This is an optimization exercise on Yosys and OpenROAD, whose aim is small area, a short achievable clock period and few clock cycles, not a production implementation.
In this exercise RTL edits were held to simulation tests only and were not proved equivalent to the original.
Power figures rest on the tool's default switching activity, not on a simulated workload.

===== flow/config.mk =====
export PLATFORM = sky130hd
export DESIGN_NAME = cacheTop
export DESIGN_NICKNAME = cacheTop
export VERILOG_FILES = /design/flow/design.v
export SDC_FILE = /design/flow/constraint.sdc
export NUM_CORES = 4
export LEC_CHECK = 0
export CAP_MARGIN = 20
export CORE_MARGIN = 2
export CORE_UTILIZATION = 40
export SLEW_MARGIN = 20

===== flow/constraint.sdc =====
create_clock -name core_clock -period 8.5 [get_ports {Clock}]
set_input_delay 1.7000 -clock core_clock [delete_from_list [all_inputs] [get_ports {Clock}]]
set_output_delay 1.7000 -clock core_clock [all_outputs]
set_load 0.01 [all_outputs]

===== flow/design.v =====
package cachePkg;
	localparam int DataWidth = 16;	 
	localparam int NumWays   = 4;	 
	localparam int WayBits   = 2;	 
	typedef enum logic [3:0] {
		sInvalidate,	 
		sIdle,
		sLookup,	 
		sHitDtack,
		sFillRequest,	 
		sCasWait,
		sBurstFill,
		sFillDtack,
		sWriteThrough
	} cacheState_t;
	function automatic logic [WayBits-1:0] wayIndex(input logic [NumWays-1:0] ways);
		logic [WayBits-1:0] idx;
		idx = '0;
		for (int w = 0; w < NumWays; w++)
			if (ways[w]) idx = w[WayBits-1:0];	 
		wayIndex = idx;
	endfunction
endpackage
`timescale 1ns/100ps
module plruPolicy #(
	parameter int SetBits = 3
) (
	input  logic                         Clock,
	input  logic                         Reset_L,
	input  logic [SetBits-1:0]           setIndex,
	input  logic [cachePkg::NumWays-1:0] hitWays,
	input  logic                         lruHitUpdate,
	input  logic                         lruFill,
	input  logic                         lruClear,
	output logic [cachePkg::WayBits-1:0] victimWay
);
	localparam int NumSets = 1 << SetBits;
	logic [2:0]                   lruMem [NumSets];
	logic [2:0]                   curBits, newBits;
	logic [cachePkg::WayBits-1:0] usedWay;
	assign curBits   = lruMem[setIndex];
	assign victimWay = curBits[0] ? {1'b1, curBits[2]} : {1'b0, curBits[1]};
	assign usedWay   = lruFill ? victimWay : cachePkg::wayIndex(hitWays);
	always_comb begin
		newBits    = curBits;
		newBits[0] = ~usedWay[1];
		if (usedWay[1])
			newBits[2] = ~usedWay[0];
		else
			newBits[1] = ~usedWay[0];
	end
	always_ff @(posedge Clock or negedge Reset_L) begin
		if (!Reset_L) begin
			for (int s = 0; s < NumSets; s++)
				lruMem[s] <= '0;
		end else if (lruClear)
			lruMem[setIndex] <= '0;
		else if (lruHitUpdate || lruFill)
			lruMem[setIndex] <= newBits;
	end
endmodule
`timescale 1ns/100ps
module tagStore #(
	parameter int AddrWidth = 32,
	parameter int SetBits   = 3,
	parameter int WordBits  = 3
) (
	input  logic                         Clock,
	input  logic                         Reset_L,
	input  logic [SetBits-1:0]           setIndex,
	input  logic [AddrWidth-1:0]         cpuAddr,
	input  logic [cachePkg::NumWays-1:0] tagWe,
	input  logic [cachePkg::NumWays-1:0] validWe,
	input  logic                         validIn,
	input  logic                         tagClear,	 
	output logic [cachePkg::NumWays-1:0] hitWays
);
	localparam int TagWidth = AddrWidth - SetBits - WordBits - 1;
	localparam int NumSets  = 1 << SetBits;
	logic [TagWidth-1:0] tagMem   [cachePkg::NumWays][NumSets];
	logic [NumSets-1:0]  validMem [cachePkg::NumWays];	 
	logic [TagWidth-1:0] cpuTag, tagIn;
	assign cpuTag = cpuAddr[AddrWidth-1:AddrWidth-TagWidth];
	assign tagIn  = tagClear ? '0 : cpuTag;
	always_ff @(posedge Clock) begin
		for (int w = 0; w < cachePkg::NumWays; w++)
			if (tagWe[w])
				tagMem[w][setIndex] <= tagIn;
	end
	always_ff @(posedge Clock or negedge Reset_L) begin
		if (!Reset_L) begin
			for (int w = 0; w < cachePkg::NumWays; w++)
				validMem[w] <= '0;
		end else begin
			for (int w = 0; w < cachePkg::NumWays; w++)
				if (validWe[w])
					validMem[w][setIndex] <= validIn;
		end
	end
	always_comb begin
		for (int w = 0; w < cachePkg::NumWays; w++)
			hitWays[w] = validMem[w][setIndex] && (tagMem[w][setIndex] == cpuTag);
	end
endmodule
`timescale 1ns/100ps
module dataStore #(
	parameter int SetBits  = 3,
	parameter int WordBits = 3
) (
	input  logic                           Clock,
	input  logic [SetBits-1:0]             setIndex,
	input  logic [WordBits-1:0]            wordIndex,
	input  logic [cachePkg::NumWays-1:0]   dataWe,
	input  logic [cachePkg::WayBits-1:0]   readWay,
	input  logic [cachePkg::DataWidth-1:0] dramReadData,
	output logic [cachePkg::DataWidth-1:0] cpuReadData
);
	localparam int Depth = 1 << (SetBits + WordBits);	 
	logic [cachePkg::DataWidth-1:0] dataMem [cachePkg::NumWays][Depth];
	logic [SetBits+WordBits-1:0]    wordAddr;
	assign wordAddr = {setIndex, wordIndex};
	always_ff @(posedge Clock) begin
		for (int w = 0; w < cachePkg::NumWays; w++)
			if (dataWe[w])
				dataMem[w][wordAddr] <= dramReadData;	 
	end
	assign cpuReadData = dataMem[readWay][wordAddr];
endmodule
`timescale 1ns/100ps
module cacheSequencer #(
	parameter int AddrWidth  = 32,
	parameter int SetBits    = 3,
	parameter int WordBits   = 3,
	parameter int CasLatency = 2
) (
	input  logic                           Clock,
	input  logic                           Reset_L,
	input  logic [AddrWidth-1:0]           cpuAddr,
	input  logic                           as_L,
	input  logic                           we_L,
	input  logic                           uds_L,
	input  logic                           lds_L,
	input  logic                           dramSelectCpu,
	input  logic                           dramDtack_L,
	input  logic                           dramCas_L,
	input  logic                           dramRas_L,
	input  logic [cachePkg::NumWays-1:0]   hitWays,
	input  logic [cachePkg::WayBits-1:0]   victimWay,
	output logic                           dtack_L,
	output logic                           dramSelect_L,
	output logic [AddrWidth-1:0]           dramAddr,
	output logic                           dramUds_L,
	output logic                           dramLds_L,
	output logic                           dramWe_L,
	output logic                           dramAs_L,
	output logic [SetBits-1:0]             setIndex,
	output logic [WordBits-1:0]            wordIndex,
	output logic [cachePkg::WayBits-1:0]   readWay,
	output logic [cachePkg::NumWays-1:0]   tagWe,
	output logic [cachePkg::NumWays-1:0]   validWe,
	output logic                           validIn,
	output logic                           tagClear,
	output logic [cachePkg::NumWays-1:0]   dataWe,
	output logic                           lruHitUpdate,
	output logic                           lruFill,
	output logic                           lruClear
);
	localparam int CntBits   = (SetBits > WordBits) ? SetBits : WordBits;	 
	localparam int NumSets   = 1 << SetBits;
	localparam int LineWords = 1 << WordBits;
	cachePkg::cacheState_t        state, nextState;
	logic [CntBits-1:0]           count;		 
	logic [cachePkg::WayBits-1:0] victimReg;	 
	logic [cachePkg::NumWays-1:0] victimMask;
	logic                         cpuGone;		 
	assign cpuGone    = as_L || !dramSelectCpu;
	assign victimMask = {{(cachePkg::NumWays-1){1'b0}}, 1'b1} << victimReg;
	always_ff @(posedge Clock or negedge Reset_L) begin
		if (!Reset_L) begin
			state <= cachePkg::sInvalidate;	 
			count <= '0;
		end else begin
			state <= nextState;
			if (nextState != state)
				count <= '0;
			else
				count <= count + 1'b1;	 
		end
	end
	always_ff @(posedge Clock) begin
		if (state == cachePkg::sLookup)
			victimReg <= victimWay;	 
	end
	always_comb begin
		nextState    = state;
		dtack_L      = 1'b1;
		dramSelect_L = 1'b1;
		dramAddr     = {cpuAddr[AddrWidth-1:WordBits+1], {(WordBits+1){1'b0}}};	 
		dramUds_L    = uds_L;
		dramLds_L    = lds_L;
		dramWe_L     = we_L;
		dramAs_L     = as_L;
		setIndex     = cpuAddr[SetBits+WordBits:WordBits+1];
		wordIndex    = cpuAddr[WordBits:1];
		readWay      = cachePkg::wayIndex(hitWays);
		tagWe        = '0;
		validWe      = '0;
		validIn      = 1'b0;
		tagClear     = 1'b0;
		dataWe       = '0;
		lruHitUpdate = 1'b0;
		lruFill      = 1'b0;
		lruClear     = 1'b0;
		case (state)
			cachePkg::sInvalidate: begin
				setIndex = count[SetBits-1:0];	 
				tagWe    = '1;
				validWe  = '1;
				tagClear = 1'b1;
				lruClear = 1'b1;
				if (count == NumSets - 1)
					nextState = cachePkg::sIdle;
			end
			cachePkg::sIdle: begin
				if (!as_L && dramSelectCpu) begin
					if (we_L)
						nextState = cachePkg::sLookup;
					else begin
						validWe   = hitWays;	 
						nextState = cachePkg::sWriteThrough;
					end
				end
			end
			cachePkg::sLookup: begin
				dramUds_L = 1'b0;	 
				dramLds_L = 1'b0;
				if (|hitWays) begin
					dtack_L      = 1'b0;
					lruHitUpdate = 1'b1;
					nextState    = cachePkg::sHitDtack;
				end else begin
					dramSelect_L = 1'b0;	 
					lruFill      = 1'b1;	 
					nextState    = cachePkg::sFillRequest;
				end
			end
			cachePkg::sHitDtack: begin
				dtack_L = 1'b0;
				if (cpuGone)
					nextState = cachePkg::sIdle;
			end
			cachePkg::sFillRequest: begin
				dramSelect_L = 1'b0;
				dramUds_L    = 1'b0;
				dramLds_L    = 1'b0;
				if (!dramCas_L && dramRas_L)	 
					nextState = cachePkg::sCasWait;
			end
			cachePkg::sCasWait: begin
				dramSelect_L = 1'b0;
				dramUds_L    = 1'b0;
				dramLds_L    = 1'b0;
				if (count == CasLatency - 2)
					nextState = cachePkg::sBurstFill;
			end
			cachePkg::sBurstFill: begin
				dramSelect_L = 1'b0;
				dramUds_L    = 1'b0;
				dramLds_L    = 1'b0;
				wordIndex    = count[WordBits-1:0];
				dataWe       = victimMask;
				if (count == LineWords - 1) begin
					tagWe     = victimMask;	 
					validWe   = victimMask;
					validIn   = 1'b1;
					nextState = cachePkg::sFillDtack;
				end
			end
			cachePkg::sFillDtack: begin
				dtack_L   = 1'b0;
				readWay   = victimReg;
				dramUds_L = 1'b0;
				dramLds_L = 1'b0;
				if (cpuGone)
					nextState = cachePkg::sIdle;
			end
			cachePkg::sWriteThrough: begin
				dramSelect_L = 1'b0;
				dramAddr     = cpuAddr;	 
				dtack_L      = dramDtack_L;
				if (cpuGone)
					nextState = cachePkg::sIdle;
			end
			default: nextState = cachePkg::sIdle;
		endcase
	end
endmodule
`timescale 1ns/100ps
module cacheTop #(
	parameter int AddrWidth  = 32,
	parameter int SetBits    = 3,
	parameter int WordBits   = 3,
	parameter int CasLatency = 2
) (
	input  logic                           Clock,
	input  logic                           Reset_L,
	input  logic [AddrWidth-1:0]           cpuAddr,
	input  logic [cachePkg::DataWidth-1:0] cpuWriteData,
	output logic [cachePkg::DataWidth-1:0] cpuReadData,
	input  logic                           as_L,
	input  logic                           uds_L,
	input  logic                           lds_L,
	input  logic                           we_L,
	input  logic                           dramSelectCpu,	 
	output logic                           dtack_L,
	output logic                           dramSelect_L,
	output logic [AddrWidth-1:0]           dramAddr,
	output logic [cachePkg::DataWidth-1:0] dramWriteData,
	output logic                           dramUds_L,
	output logic                           dramLds_L,
	output logic                           dramWe_L,
	output logic                           dramAs_L,
	input  logic [cachePkg::DataWidth-1:0] dramReadData,
	input  logic                           dramDtack_L,
	input  logic                           dramCas_L,
	input  logic                           dramRas_L
);
	logic [SetBits-1:0]           setIndex;
	logic [WordBits-1:0]          wordIndex;
	logic [cachePkg::WayBits-1:0] readWay, victimWay;
	logic [cachePkg::NumWays-1:0] hitWays, tagWe, validWe, dataWe;
	logic                         validIn, tagClear;
	logic                         lruHitUpdate, lruFill, lruClear;
	assign dramWriteData = cpuWriteData;	 
	cacheSequencer #(
		.AddrWidth(AddrWidth), .SetBits(SetBits),
		.WordBits(WordBits), .CasLatency(CasLatency)
	) seq0 (.*);
	tagStore #(
		.AddrWidth(AddrWidth), .SetBits(SetBits), .WordBits(WordBits)
	) tags0 (.*);
	dataStore #(.SetBits(SetBits), .WordBits(WordBits)) data0 (.*);
	plruPolicy #(.SetBits(SetBits)) lru0 (.*);
endmodule

===== flow/run.sh =====
#!/bin/bash
# synth_recipe.tcl (not shown) runs the flow's synth.tcl, then flattens the netlist and writes it again
# the make line also repeats each setting of config.mk as NAME=value (left out here)
make -C /OpenROAD-flow-scripts/flow DESIGN_CONFIG=/design/flow/config.mk WORK_HOME=/design/flow/orfs CLKGATE_MAP_FILE= SYNTH_SCRIPT=/design/flow/synth_recipe.tcl finish

==> Flow_metrics.wiki <==
{| class="wikitable"
! Metric !! Value
|-
| Post-synthesis sequential area ratio || 0.7463
|-
| Cell area power density || 276.5 nW/µm²
|-
| Number of nets with antenna violations after detailed routing || 0
|-
| Global route overflow || 0
|-
| Number of antenna violations at the first check in global routing || 18
|-
| Worst slew slack as a fraction of its limit || 0.1683
|-
| Number of buffers created by CTS || 524
|-
| Data arrival time of the critical path || 6.72 ns
|-
| Die area || 503600 µm²
|-
| Xor and xnor fraction of the mapped netlist area || 0.003562
|-
| Worst skew pair latency || about 1.1 ns
|-
| Count of mapped cells out of synthesis || 11000
|-
| Most used standard cell by instance count after synthesis || edfxtp_1
|-
| Leakage power total || about 73 nW
|-
| Slew @ Worst Pin || about 1.2 ns
|-
| 1st-pass router iterations || 6
|-
| Most instantiated cells after synthesis || edfxtp_1, nand2_1, mux4_2
|-
| Endpoint required time on the critical path || 6.80 ns
|-
| Type of destination of the critical path || output pin
|-
| Final Net Count || 11630
|-
| Period Utilization, post-route || 0.9902
|-
| Largest net degree at the start of global routing || 177
|-
| Mux cell area share after synthesis || 0.1356
|-
| Remaining routing DRC violations || 0
|-
| Type of the worst min-delay path || flop to flop
|-
| Hold_sp || lru0.lruMem[3][1]$_DFFE_PN0P_
|-
| Ys Warns || 6
|-
| Minimum clock period || around 8.4 ns
|-
| Worst VDD drop || 0.2645 mV
|-
| WL per Instance || between 30 and 40 µm
|-
| Vias per cell || 5.896
|-
| Nature of the critical path startpoint || flop
|-
| Synthesized-area fraction occupied by adder cells || 0.0006910
|-
| Top-area cell type share of the netlist area || 0.7384
|-
| Final weighted congestion of routability-driven global placement || approximately 0.86
|-
| Non-Filler Cell Area, Final || 229300 µm²
|-
| Reg2reg end || tags0.validMem[0][1]$_DFFE_PN0P_
|-
| Area added between synthesis and finish || 15.11%
|-
| IO Count || roughly 140
|-
| Count of cells along the worst hold path || 2
|-
| R2r worst-path depth || 16
|-
| Share of the synthesized area in compound gates (AO/OA/AOI/OAI) || 0.02683
|-
| Kind of critical path || flop to output pin
|-
| Chip Width || 709.7 µm
|-
| Mean instance size in the synthesized netlist || 18.11 µm²
|-
| Synth Register Bits || between 4000 and 5000
|-
| Detailed Place HPWL || 337.3 mm
|-
| Setup TNS after final layout || 0 ns
|-
| Core region area || slightly below 500000 µm²
|-
| Routed WL || 573.0 mm
|-
| Run status || complete, no violations
|-
| Row Count || roughly 260
|-
| Worst R2R Start || seq0.state[1]$_DFF_PN0_
|-
| Final clock skew || between 0.04 and 0.05 ns
|-
| Detailed-route via count || between 100k and 150k
|-
| Cell type with the largest total area after synthesis || edfxtp_1
|-
| Finished Core Util || 0.4615
|-
| Fillers || approximately 41000
|-
| H-tree lvl count || 6
|-
| Largest cells by area after synthesis || edfxtp_1, mux4_2, nand2_1
|-
| Worst setup margin || 0.08290 ns
|-
| Flop2flop setup slack || 2.72 ns
|-
| Effective utilization at floorplan || 0.4010
|-
| MaxCap Viol Count || 0
|-
| Yosys cell types || between 80 and 90
|-
| Wire length of the first global-routing pass || 811.2 mm
|-
| Primary flip-flop cell chosen by synthesis mapping || edfxtp_1
|-
| Final Max Slew Viols || 0
|-
| Final setup violation count || 0
|-
| Count of hold buffers inserted by post-cts repair || 0
|-
| Violation count after the first detailed-route iteration || around 14000
|-
| Pre-CTS WS || -0.5414 ns
|-
| Clock tree buffer depth || 4
|-
| Port buffer count || 111
|-
| Fmax || 118.8 MHz
|-
| Largest family of logic cells by synthesized area || multiplexers
|-
| TritonCTS Sinks || 4961
|-
| Global router's overall resource usage || 0.2221
|-
| Nets in the synthesized netlist || 11090
|-
| Share of cells above drive strength 1 || 0.2279
|-
| Area of placed instances || 211900 µm²
|-
| Number of synthesized flops with an enable pin || 4898
|-
| Root cell of the clock tree || clkbuf_16
|-
| Number of global-route vias before repair || 109800
|-
| Simple-gate area share of the yosys netlist || 0.06733
|-
| Final Hold Vio Count || 0
|-
| Share of synthesized flip-flops with an asynchronous set or reset || 0.01270
|-
| Setup repair after global routing missed its margin || true
|-
| Clock transition at the registers of the reported paths || 0.06 ns
|-
| Biggest fanout along the worst timing path || 28
|-
| Pwr Total || 63.40 mW
|-
| Height of the chip || 709.7 µm
|-
| Clock tree from TritonCTS || done
|-
| Summed instance area of the synthesized netlist || 199200 µm²
|-
| Worst min-delay path endpoint || lru0.lruMem[3][1]$_DFFE_PN0P_
|}
## flip-flops by register name, summed over array words and instances (netlist names)
register	count
seq0.victimReg	2
tags0.tagMem	800
tags0.validMem	32
data0.dataMem	4096
seq0.count	3
seq0.state	4
lru0.lruMem	24
## worst max-delay path by stage
stage                             from              end  slack, ns  depth (start not counted)
6_report       seq0.state[0]$_DFF_PN0_   cpuReadData[6]       0.08                         16
5_1_grt        seq0.state[1]$_DFF_PN0_  cpuReadData[15]      -0.05                         17
4_1_cts        seq0.state[1]$_DFF_PN0_  cpuReadData[15]      -0.09                         16
3_5_place_dp                cpuAddr[4]  cpuReadData[15]      -0.54                         16
3_3_place_gp                cpuAddr[4]  cpuReadData[15]      -0.48                         16
2_1_floorplan               cpuAddr[4]  cpuReadData[10]       1.79                         17
## where the power goes
part,internal (mW),leakage [nW],switching (mW)
Sequential,27.7,44.9,0.269
Clock,12.9,8.14,9.54
Combinational,4.20,20.0,8.80
Total,44.8,73.1,18.6
## what timing repair did
item,in CTS,in global routing
setup endpoints to repair,18,11
gates resized for setup,32,14
setup buffers,9,7
cloned,7,5
pin swaps,3,1
## kinds of logic after synthesis
| kind of cell | Yosys count |
|---|---|
| xor+xnor | 81 |
| mux | 1347 |
| simple gates | 2939 |
| fa+ha+maj | 11 |
| compound gates | 765 |
| buf+inv | 896 |
| flops | 4961 |
## critical path, stage by stage, from the launching register on
cell             delay, ns
dfrtp_2               0.59
o41a_2                0.68
a21o_4                0.30
buf_4                 0.20
buf_4                 0.15
mux4_2                0.43
mux2i_2               0.47
xor2_1                0.27
nand2_1               0.09
nor4_1                0.38
nand3_2               0.27
a31oi_4               0.23
buf_12                0.33
mux2i_1               0.20
mux2i_4               0.36
buf_4                 0.18
clkdlybuf4s50_1       0.52
## final cells by class
class | instances | area (µm²) | share of cell area
Antenna cell | 3 | 7.507 | 0.00003274
Clock buffer | 656 | 14000 | 0.06105
Clock inverter | 280 | 2654 | 0.01157
Inverter | 107 | 416.7 | 0.001817
Multi-Input combinational cell | 5150 | 47560 | 0.2074
Sequential cell | 4961 | 148700 | 0.6484
Tap cell | 6655 | 8327 | 0.03632
Timing Repair Buffer | 796 | 7646 | 0.03335
## cells in the final DEF, fill, tap and decap left out, types with 110 or more instances in the layout
| cell type | count |
|---|---|
| mux2i_1 | 215 |
| clkbuf_16 | 543 |
| nand3_1 | 717 |
| a211oi_1 | 251 |
| nor2_1 | 247 |
| buf_4 | 587 |
| a21oi_1 | 148 |
| edfxtp_1 | 4898 |
| mux4_2 | 1074 |
| nand2_1 | 1373 |
| clkbuf_1 | 110 |
## through the flow
step / hold slack (ns) / instances
CTS: 0.4900 / 18590
global placement: 0.4608 / 17630
finish: 0.4925 / 18610
detailed placement: 0.4720 / 17640
global route: 0.4935 / 18610
floorplan: 0.4429 / 11000
## layer usage
| layer | wire, µm | track usage | part of all wire |
|---|---|---|---|
| met1 | 222400 | 0.2991 | 0.39 |
| met2 | 276200 | 0.3630 | 0.48 |
| met3 | 51730 | 0.04002 | 0.090 |
| met4 | 22640 | 0.08028 | 0.040 |
| met5 | 13 | 0 | 0.000023 |
Testbench counts, summed over its fixed seeds: cycles 132,148.

what the ideal ports hide:
No port has a modelled driver above. Below, the same layout with a new extraction and two added sets of constraints.
Step 1, drivers: a clkbuf_16 drives Clock and a buf_2 each remaining input, both assumed.
Step 2 adds t to the input delays and takes it off the output delays; t is the mean of the earliest and latest rising clock arrival at the registers after step 1. Input paths then give back, and output paths get back, about the clock's delay inside the block.
Three values: ideal ports, drivers, drivers and shift; two values: the first two.
shift t [ns]: 1.131
slack for setup (ns): 0.083 / -0.032 / 0.074
clock arrival spread, ns: 0.081 / 0.080
slew at the worst register clock pin (ns): 0.07 / 0.07
worst data-port slew with drivers (ns): 0.11
After both steps setup and hold are still met in this run. The setup slack of this run moves by -0.115 ns with the drivers and by -0.009 ns with both steps.
